Source: an optimization exercise on an open RTL-to-GDS flow (aim: small area). Production flows keep margins and buffers that such runs may drop. Only simulation tests tie the RTL to the original design; equivalence was not proved. Power and IR drop assume default switching activity.

[flow/config.mk]
export PLATFORM = sky130hd
export DESIGN_NAME = rv_datapath_top
export DESIGN_NICKNAME = rv_datapath_top
export VERILOG_FILES = /design/flow/design.v
export SDC_FILE = /design/flow/constraint.sdc
export NUM_CORES = 4
export LEC_CHECK = 0
export CAP_MARGIN = 20
export CORE_MARGIN = 2
export CORE_UTILIZATION = 25
export PLACE_DENSITY = 0.28
export SLEW_MARGIN = 20
[flow/run.sh]
#!/bin/bash
# synth_recipe.tcl (not shown) runs the flow's synth.tcl, then flattens the netlist and writes it again
# the make line also repeats each setting of config.mk as NAME=value (left out here)
make -C /OpenROAD-flow-scripts/flow DESIGN_CONFIG=/design/flow/config.mk WORK_HOME=/design/flow/orfs CLKGATE_MAP_FILE= SYNTH_SCRIPT=/design/flow/synth_recipe.tcl finish
[flow/design.v]
package rv_isa_pkg;
  typedef logic [5-1:0] reg_idx_t;
  typedef enum logic [6:0] {
    OP     = 7'b0110011,
    OP_IMM = 7'b0010011,
    LOAD   = 7'b0000011,
    STORE  = 7'b0100011
  } opcode_e;
  typedef enum logic [2:0] {
    F3_ADD  = 3'b000,
    F3_SLL  = 3'b001,
    F3_SLT  = 3'b010,
    F3_SLTU = 3'b011,
    F3_XOR  = 3'b100,
    F3_SRL  = 3'b101,
    F3_OR   = 3'b110,
    F3_AND  = 3'b111
  } funct3_e;
  localparam logic [2:0] F3_DWORD = 3'b011;
  localparam logic [6:0] F7_BASE = 7'b0000000;
  localparam logic [6:0] F7_ALT  = 7'b0100000;
  localparam logic [5:0] F6_BASE = 6'b000000;
  localparam logic [5:0] F6_ALT  = 6'b010000;
  typedef enum logic [3:0] {
    ALU_ADD  = 4'b0000,
    ALU_SLL  = 4'b0001,
    ALU_SLT  = 4'b0010,
    ALU_SLTU = 4'b0011,
    ALU_XOR  = 4'b0100,
    ALU_SRL  = 4'b0101,
    ALU_OR   = 4'b0110,
    ALU_AND  = 4'b0111,
    ALU_SUB  = 4'b1000,
    ALU_SRA  = 4'b1101
  } alu_op_e;
endpackage
package rv_core_pkg;
  typedef struct packed {
    logic overflow;
    logic equal;
    logic not_equal;
    logic greater;
    logic less;
    logic u_equal;
    logic u_greater;
    logic u_less;
  } alu_flags_t;
  typedef struct packed {
    logic                valid;
    logic [64-1:0] pc;
    logic [3:0]                      alu_op;
    logic [64-1:0] operand_a;
    logic [64-1:0] operand_b;
    logic [64-1:0] store_data;
    logic [5-1:0]          rd;
    logic                rd_wr;
    logic                is_load;
    logic                is_store;
    logic                illegal;
  } decoded_op_t;
  typedef struct packed {
    logic                valid;
    logic [64-1:0] pc;
    logic [64-1:0] value;
    logic [64-1:0] store_data;
    logic [5-1:0]          rd;
    logic                rd_wr;
    logic                is_load;
    logic                is_store;
    logic                illegal;
    alu_flags_t          flags;
  } exec_result_t;
  typedef struct packed {
    logic                valid;
    logic [64-1:0] pc;
    logic [5-1:0]          rd;
    logic                rd_wr;
    logic [64-1:0] data;
    logic                illegal;
  } retire_t;
  typedef struct packed {
    logic                valid;
    logic [5-1:0]          rd;
    logic [64-1:0] data;
  } fwd_t;
endpackage
`timescale 1ns/10ps
module rv_datapath_top (
  input  logic                     clk,
  input  logic                     rst_n,
  input  logic [32-1:0]      instr,
  input  logic                     instr_valid,
  output logic                     retire_valid,
  output logic [64-1:0]      retire_pc,
  output logic [5-1:0] retire_rd,
  output logic                     retire_rd_wr,
  output logic [64-1:0]      retire_data,
  output logic                     retire_illegal
);
  localparam int XL = 64;
  localparam int NR = 32;
  localparam int NM = 32;
  logic [31:0]   i_q;
  logic          i_v;
  logic          e_v;
  logic          e_rfw;     
  logic          e_wr;
  logic          e_ill;
  logic          e_ld;
  logic [4:0]    e_rd;
  logic [XL-1:0] e_data;
  logic          r_v;
  logic          r_wr;
  logic          r_ill;
  logic [4:0]    r_rd;
  logic [XL-1:0] r_data;
  logic [XL-1:0] r_pc;
  logic [NR-1:0][XL-1:0] rf;
  logic [NR-1:0]         rf_ok;
  logic [NM-1:0][XL-1:0] mem;
  logic [NM-1:0]         mem_ok;
  logic [6:0] opc;
  logic [2:0] f3;
  logic [4:0] rd, rs1, rs2;
  logic       is_op, is_imm, is_ld, is_st, legal;
  assign opc = i_q[6:0];
  assign rd  = i_q[11:7];
  assign f3  = i_q[14:12];
  assign rs1 = i_q[19:15];
  assign rs2 = i_q[24:20];
  assign is_op  = (opc == 7'b0110011);
  assign is_imm = (opc == 7'b0010011);
  assign is_ld  = (opc == 7'b0000011);
  assign is_st  = (opc == 7'b0100011);
  always_comb begin
    legal = 1'b0;
    if (is_op) begin
      if (i_q[31:25] == 7'b0000000)      legal = 1'b1;
      else if (i_q[31:25] == 7'b0100000) legal = (f3 == 3'b000) || (f3 == 3'b101);
    end else if (is_imm) begin
      if (f3 == 3'b001)      legal = (i_q[31:26] == 6'b000000);
      else if (f3 == 3'b101) legal = (i_q[31:26] == 6'b000000) || (i_q[31:26] == 6'b010000);
      else                   legal = 1'b1;
    end else if (is_ld || is_st) begin
      legal = (f3 == 3'b011);
    end
  end
  logic [NR-1:0] sel_a, sel_b;
  logic          fwd_a, fwd_b;
  logic [XL-1:0] rf_a, rf_b;
  logic [XL-1:0] src_a, src_b;
  logic fwd_a_q, fwd_b_q;
  assign fwd_a = fwd_a_q;
  assign fwd_b = fwd_b_q;
  always_comb begin
    for (int k = 0; k < NR; k++) begin
      sel_a[k] = (rs1 == 5'(k)) && rf_ok[k] && !fwd_a;
      sel_b[k] = (rs2 == 5'(k)) && rf_ok[k] && !fwd_b;
    end
  end
  always_comb begin
    rf_a = {XL{fwd_a}} & e_data;
    rf_b = {XL{fwd_b}} & e_data;
    for (int k = 1; k < NR; k++) begin
      rf_a = rf_a | ({XL{sel_a[k]}} & rf[k]);
      rf_b = rf_b | ({XL{sel_b[k]}} & rf[k]);
    end
  end
  assign src_a = rf_a;
  assign src_b = rf_b;
  logic [XL-1:0] imm, opb;
  logic          sub, alt;
  logic [2:0]    fn;
  assign imm = is_st ? {{(XL-12){i_q[31]}}, i_q[31:25], i_q[11:7]}
                     : {{(XL-12){i_q[31]}}, i_q[31:20]};
  assign opb = is_op ? src_b : imm;
  assign alt = i_q[30];
  assign fn  = (is_ld || is_st) ? 3'b000 : f3;
  assign sub = (is_op && alt && (fn == 3'b000)) || (fn == 3'b010) || (fn == 3'b011);
  logic [XL-1:0] bx, sum;
  logic          lt, ltu;
  assign bx  = sub ? ~opb : opb;
  assign sum = src_a + bx + {{(XL-1){1'b0}}, sub};
  assign lt  = (src_a[XL-1] != opb[XL-1]) ? src_a[XL-1] : sum[XL-1];
  assign ltu = (src_a[XL-1] != opb[XL-1]) ? opb[XL-1]   : sum[XL-1];
  logic [5:0]    shamt;
  logic          shl;
  logic [XL-1:0] sh_in, sh_out, sh_res;
  logic          fill;
  assign shamt = opb[5:0];
  assign shl   = (fn == 3'b001);
  always_comb begin
    for (int k = 0; k < XL; k++) sh_in[k] = shl ? src_a[XL-1-k] : src_a[k];
  end
  assign fill   = alt && !shl && src_a[XL-1];
  assign sh_out = XL'($signed({fill, sh_in}) >>> shamt);
  always_comb begin
    for (int k = 0; k < XL; k++) sh_res[k] = shl ? sh_out[XL-1-k] : sh_out[k];
  end
  logic [XL-1:0] alu;
  always_comb begin
    case (fn)
      3'b000:  alu = sum;
      3'b001:  alu = sh_res;
      3'b010:  alu = {{(XL-1){1'b0}}, lt};
      3'b011:  alu = {{(XL-1){1'b0}}, ltu};
      3'b100:  alu = src_a ^ opb;
      3'b101:  alu = sh_res;
      3'b110:  alu = src_a | opb;
      default: alu = src_a & opb;
    endcase
  end
  logic [4:0]    e_ma;
  logic          e_st;
  logic [NM-1:0] wsel, rsel;
  logic [XL-1:0] mrd;
  always_comb begin
    for (int k = 0; k < NM; k++) begin
      wsel[k] = e_st && (e_ma == 5'(k));
      rsel[k] = (e_ma == 5'(k)) && mem_ok[k];
    end
  end
  always_comb begin
    mrd = '0;
    for (int k = 0; k < NM; k++) mrd = mrd | ({XL{rsel[k]}} & mem[k]);
  end
  for (genvar k = 0; k < NM; k++) begin : g_mem
    always_ff @(posedge clk) begin
      if (wsel[k]) mem[k] <= e_data;
    end
    always_ff @(posedge clk or negedge rst_n) begin
      if (!rst_n)        mem_ok[k] <= 1'b0;
      else if (wsel[k])  mem_ok[k] <= 1'b1;
    end
  end
  logic [XL-1:0] wb;
  assign wb = e_ld ? mrd : e_data;
  logic [NR-1:0] rf_we;
  always_comb begin
    for (int k = 0; k < NR; k++) rf_we[k] = e_rfw && (e_rd == 5'(k));
  end
  assign rf[0]    = '0;
  assign rf_ok[0] = 1'b0;
  for (genvar k = 1; k < NR; k++) begin : g_rf
    always_ff @(posedge clk) begin
      if (rf_we[k]) rf[k] <= wb;
    end
    always_ff @(posedge clk or negedge rst_n) begin
      if (!rst_n)         rf_ok[k] <= 1'b0;
      else if (rf_we[k])  rf_ok[k] <= 1'b1;
    end
  end
  logic [7:0]    blk_ones;
  logic [8:0]    blk_cin;
  logic [XL-1:0] pc_carry, pc_next;
  always_comb begin
    for (int j = 0; j < 8; j++) blk_ones[j] = &r_pc[8*j +: 8];
    blk_cin[0] = e_v;
    for (int j = 0; j < 8; j++) blk_cin[j+1] = blk_cin[j] && blk_ones[j];
    for (int j = 0; j < 8; j++) begin
      pc_carry[8*j] = blk_cin[j];
      for (int k = 1; k < 8; k++) pc_carry[8*j+k] = pc_carry[8*j+k-1] && r_pc[8*j+k-1];
    end
  end
  assign pc_next = r_pc ^ pc_carry;
  logic writes_rd;
  assign writes_rd = legal && (is_op || is_imm || is_ld);
  always_ff @(posedge clk or negedge rst_n) begin
    if (!rst_n) begin
      i_v   <= 1'b0;
      e_v   <= 1'b0;
      fwd_a_q <= 1'b0;
      fwd_b_q <= 1'b0;
      e_rfw <= 1'b0;
      e_st  <= 1'b0;
      r_v   <= 1'b0;
      r_pc  <= '1;
    end else begin
      i_v   <= instr_valid;
      e_v   <= i_v;
      fwd_a_q <= i_v && legal && (is_op || is_imm) && (rd != 5'd0) && (instr[19:15] == rd);
      fwd_b_q <= i_v && legal && (is_op || is_imm) && (rd != 5'd0) && (instr[24:20] == rd);
      e_rfw <= i_v && writes_rd && (rd != 5'd0);
      e_st  <= i_v && legal && is_st;
      r_v   <= e_v;
      r_pc  <= pc_next;
    end
  end
  always_ff @(posedge clk) begin
    i_q    <= instr;
    e_wr   <= writes_rd;
    e_ill  <= !legal;
    e_rd   <= rd;
    e_data <= is_st ? src_b : alu;
    e_ma   <= sum[3 +: 5];
    e_ld   <= is_ld;
    r_wr   <= e_wr;
    r_ill  <= e_ill;
    r_rd   <= e_rd;
    r_data <= wb;
  end
  assign retire_valid   = r_v;
  assign retire_pc      = r_pc;
  assign retire_rd      = r_rd;
  assign retire_rd_wr   = r_wr;
  assign retire_data    = r_data;
  assign retire_illegal = r_ill;
endmodule
[flow/constraint.sdc]
create_clock -name core_clock -period 7.0 [get_ports {clk}]
set_input_delay 1.4000 -clock core_clock [delete_from_list [all_inputs] [get_ports {clk}]]
set_output_delay 1.4000 -clock core_clock [all_outputs]
set_load 0.01 [all_outputs]
==> impl_metrics.tcl <==
set metrics [dict create \
    r2r_cells 23 \
    final-hold-violation-count 0 \
    cts.reportedPaths.clkPinSlew_ns 0.06 \
    cap_viol_max_count 0 \
    crit_required_ns 7.99 \
    async_reset_ff_share_pct 3.083 \
    final_common_cell "edfxtp_1" \
    antenna_found_initial 209 \
    port_buffers 170 \
    htree_levels 6 \
    gp_congestion 0.9673 \
    status "finished with violations" \
    cts_root_buf "clkbuf_16" \
    r2r_slack_ns -0.26 \
    setup_viol 2 \
    cts_hold_buffers 0 \
    synthesis.area_mm2 0.1848 \
    io_pins 171 \
    seqPwrFrac_pct 47.3 \
    cpPeakStageDelay_ns 0.82 \
    dpl.hpwl_um 935700 \
    slew_headroom_pct -7.373 \
    startpoint "i_q[15]" \
    wl_per_cell_um 56.48 \
    num-fill-cells 72887 \
    failed_checks "slew limit, setup timing" \
    cp.arrival_ns 8.25 \
    synth_edf_count 4032 \
    irDropWorstVdd_mv 0.2817 \
    p_clk_share_pct 46.8 \
    finalWorstSetupSlack_ns -0.2644 \
    post-route-min-period_ns 7.264 \
    worstReg2RegStart "i_q[15]" \
    min_path_type "in2async" \
    grt_pass1_vias 148338 \
    seq_area_frac_synth_pct 69.33 \
    power_switching_mw 15.42 \
    synth_cells 12949 \
    syn-num-nets 13231 \
    drive_above_1_share_pct 22.80 \
    synth_warnings 1 \
    viasPerCell 6.200 \
    grt_usage_pct 36.70 \
    start_util_pct 25.10 \
    grt.overflow.total 0 \
    p_int_mw 46.67 \
    die_x_um 863.8 \
    final_cell_mix "edfxtp_1, buf_4, a22oi_1, nand2_1, clkbuf_16" \
    drtAntennaViolNets 0 \
    cts_sinks 4346 \
    path_cells "buf_4 -> buf_12 -> nor4_2 -> and2_2 -> buf_4 -> a22oi_1 -> and4_1 -> nand4_1 -> buf_4 -> ha_1 -> buf_4 -> nand2_1 -> o211ai_1 -> a221o_1 -> or4b_4 -> o211ai_1 -> buf_4 -> nand3_1 -> xor2_1 -> a21oi_4 -> o31ai_4 -> a31oi_4 -> o21ai_2" \
    core_mm2 0.7362 \
    total_power_mw 62.09 \
    final_max_slew_viol_count 25 \
    cp_slowest_cell "nor4_2" \
    rows 315 \
    syn_avg_cell_area_um2 14.27 \
    vias 156307 \
    r2r-end "e_data[44]" \
    worstSetupEndpoint "e_data[44]" \
    clk_path_buf_depth 4 \
    start_kind "flip-flop" \
    drtPass1Iterations 10 \
    holdWs_ns 0.1933 \
    skew_ns 0.06295 \
    yosysUniqueCellTypes 98 \
    chipHeight_um 863.8 \
    finalNetCount 15035 \
    leakage_nw 82.21 \
    synth-seq-cells 4346 \
    critPathMaxFanout 19 \
    rsz0062_at_grt "no" \
    power_density_mw_per_mm2 263.7 \
    clk_latency_ns 1.17 \
    cp_common_cell "buf_4" \
    synthFlopType "edfxtp_1" \
    grt_pass1_wl_um 1771000 \
    end_kind "flip-flop" \
    numCtsBuffers 553 \
    die_area_mm2 0.7461 \
    timing.final.crit_share_pct 103.8 \
    swShare_pct 24.84 \
    cts_tree "done" \
    grt_max_degree 85 \
    drtIter0Drc 26407 \
    p_comb_share_pct 5.9 \
    worst_pin_slew_ns 1.611 \
    drc 0 \
    drt_wl_total_um 1424000 \
    area_growth_pct 27.41 \
    fmax_mhz 137.7 \
    worstSetupPathType "reg2reg" \
]
how the worst min path moves through the flow:
stage	from	cells past startpoint	to	slack [ns]
2_1_floorplan	e_ill	0	r_ill	0.31
3_3_place_gp	e_ill	0	r_ill	0.31
3_5_place_dp	e_ill	0	r_ill	0.31
4_1_cts	rst_n	1	rf_ok[1]	0.17
5_1_grt	rst_n	1	rf_ok[25]	0.21
6_report	rst_n	1	rf_ok[25]	0.19
synth_stat cells, types with 44 or more instances:
library cell / instances / area, um^2
o22ai_1: 112 / 700.7
a2111oi_0: 56 / 490.5
a222oi_1: 117 / 1171
o21ai_0: 238 / 1191
buf_2: 133 / 665.6
nand4_1: 518 / 3241
a221oi_1: 398 / 3486
dfrtp_1: 70 / 1752
or4_1: 62 / 465.5
and3_1: 207 / 1295
dfstp_2: 64 / 1682
nand2_1: 795 / 2984
a21o_1: 67 / 503.0
buf_1: 156 / 585.6
nor3_1: 154 / 770.7
mux2i_1: 294 / 2943
a22o_1: 414 / 3626
dfxtp_1: 180 / 3603
clkbuf_1: 673 / 2526
nand3_1: 355 / 1777
ha_1: 246 / 3078
edfxtp_1: 4032 / 121100
or2_2: 73 / 456.7
nor2_1: 311 / 1167
a22oi_1: 1641 / 12320
and2_1: 55 / 344.1
a21oi_1: 324 / 1622
a31oi_1: 44 / 275.3
nor4_1: 70 / 437.9
inv_1: 161 / 604.3
xnor2_1: 103 / 902.1
a32oi_1: 46 / 402.9
final cells by class:
class	instances	area [um^2]	share of cell area, %
Antenna cell	194	485.5	0.2062
Clock buffer	708	14930	6.340
Clock inverter	285	3055	1.298
Inverter	167	633.1	0.2689
Multi-Input combinational cell	7445	54240	23.04
Sequential cell	4346	128200	54.46
Tap cell	9827	12300	5.222
Timing Repair Buffer	2240	21580	9.167
timing repair:
action                                  CTS  global route
pin swaps                                10            17
gates resized for setup                  52            90
cloned                                    0             1
endpoints found under the setup margin   25            21
buffers inserted                         36            23
routing by layer:
metal / part of all wire, % / wire length (um) / track usage (%) / vias up
li1: - / - / - / 57311
met1: 40 / 572500 / 47.35 / 84033
met2: 44 / 631500 / 56.98 / 11600
met3: 7.9 / 112200 / 7.110 / 3311
met4: 7.5 / 107300 / 22.53 / 52
met5: 0.028 / 402 / 0 / -
flip-flops by register name, indices dropped and copies added, names as in the netlist, 5 cells and up:
name,flops
e_rd,5
rf,1984
e_data,64
e_ma,5
r_pc,64
mem_ok,32
i_q,32
rf_ok,31
r_rd,5
mem,2048
r_data,64
cell families (layout without fill, tap and decap cells):
| family | Yosys count | in the layout | synth area share [%] |
|---|---|---|---|
| compound gates | 3858 | 3858 | 15.83 |
| xor+xnor | 134 | 134 | 0.6351 |
| fa+ha+maj | 247 | 247 | 1.676 |
| buf+inv | 1158 | 3400 | 2.520 |
| flops | 4346 | 4346 | 69.33 |
| mux | 317 | 317 | 1.740 |
| other cells | 0 | 194 | 0 |
| simple gates | 2889 | 2889 | 8.275 |
stage by stage:
step	std cells	TNS, ns	utilization (%)	area [um^2]	worst slack, ns
after floorplan	12949	0	-	184800	0.7032
after global placement	23959	-30.06	29.29	215600	-2.275
after detailed placement	23965	-9.896	29.31	215800	-1.843
after CTS	24994	-0.02002	31.83	234300	-0.02002
after global routing	25094	0	31.94	235100	0.01292
final	25212	-0.2825	31.98	235400	-0.2644
power by group through the flow:
stage                     Clock (mW)  Sequential (mW)  Combinational [mW]
after floorplan                    0             29.8               0.971
final                           29.1             29.4                3.64
after global routing            30.4             29.3                3.69
after detailed placement           0             29.9                3.48
after global placement             0             29.9                3.48
after CTS                       29.5             29.3                3.51
critical path: cells and delay by family, from the launching register on:
family          cells  cell delay (ns)
simple gates        7             2.47
buf+inv             6             1.35
flops               1             0.40
xor+xnor            1             0.18
fa+ha+maj           1             0.31
compound gates      8             2.31

port drivers added, routing unchanged:
The flow's constraints put no driver on any port. The routed layout listed below was extracted and timed again, unchanged, in two steps.
Step 1: set_driving_cell puts a clkbuf_16 on clk and a buf_2 on each other input, an assumption about the parent block.
Step 2, shift: input delay + t, output delay - t, t = (earliest + latest rising clock arrival at the registers) / 2. This alone moves slack from input paths to output paths.
a / b / c = ideal ports / drivers / drivers and shift; a / b = the first two.
t (ns): 1.284
setup slack, ns: -0.264 / -0.264 / -0.264
worst setup path after step 2: register to register
worst register clock-pin slew, ns: 0.07 / 0.07
For this run, drivers alone change the setup slack by 0.000 ns; drivers and shift together by 0.000 ns.
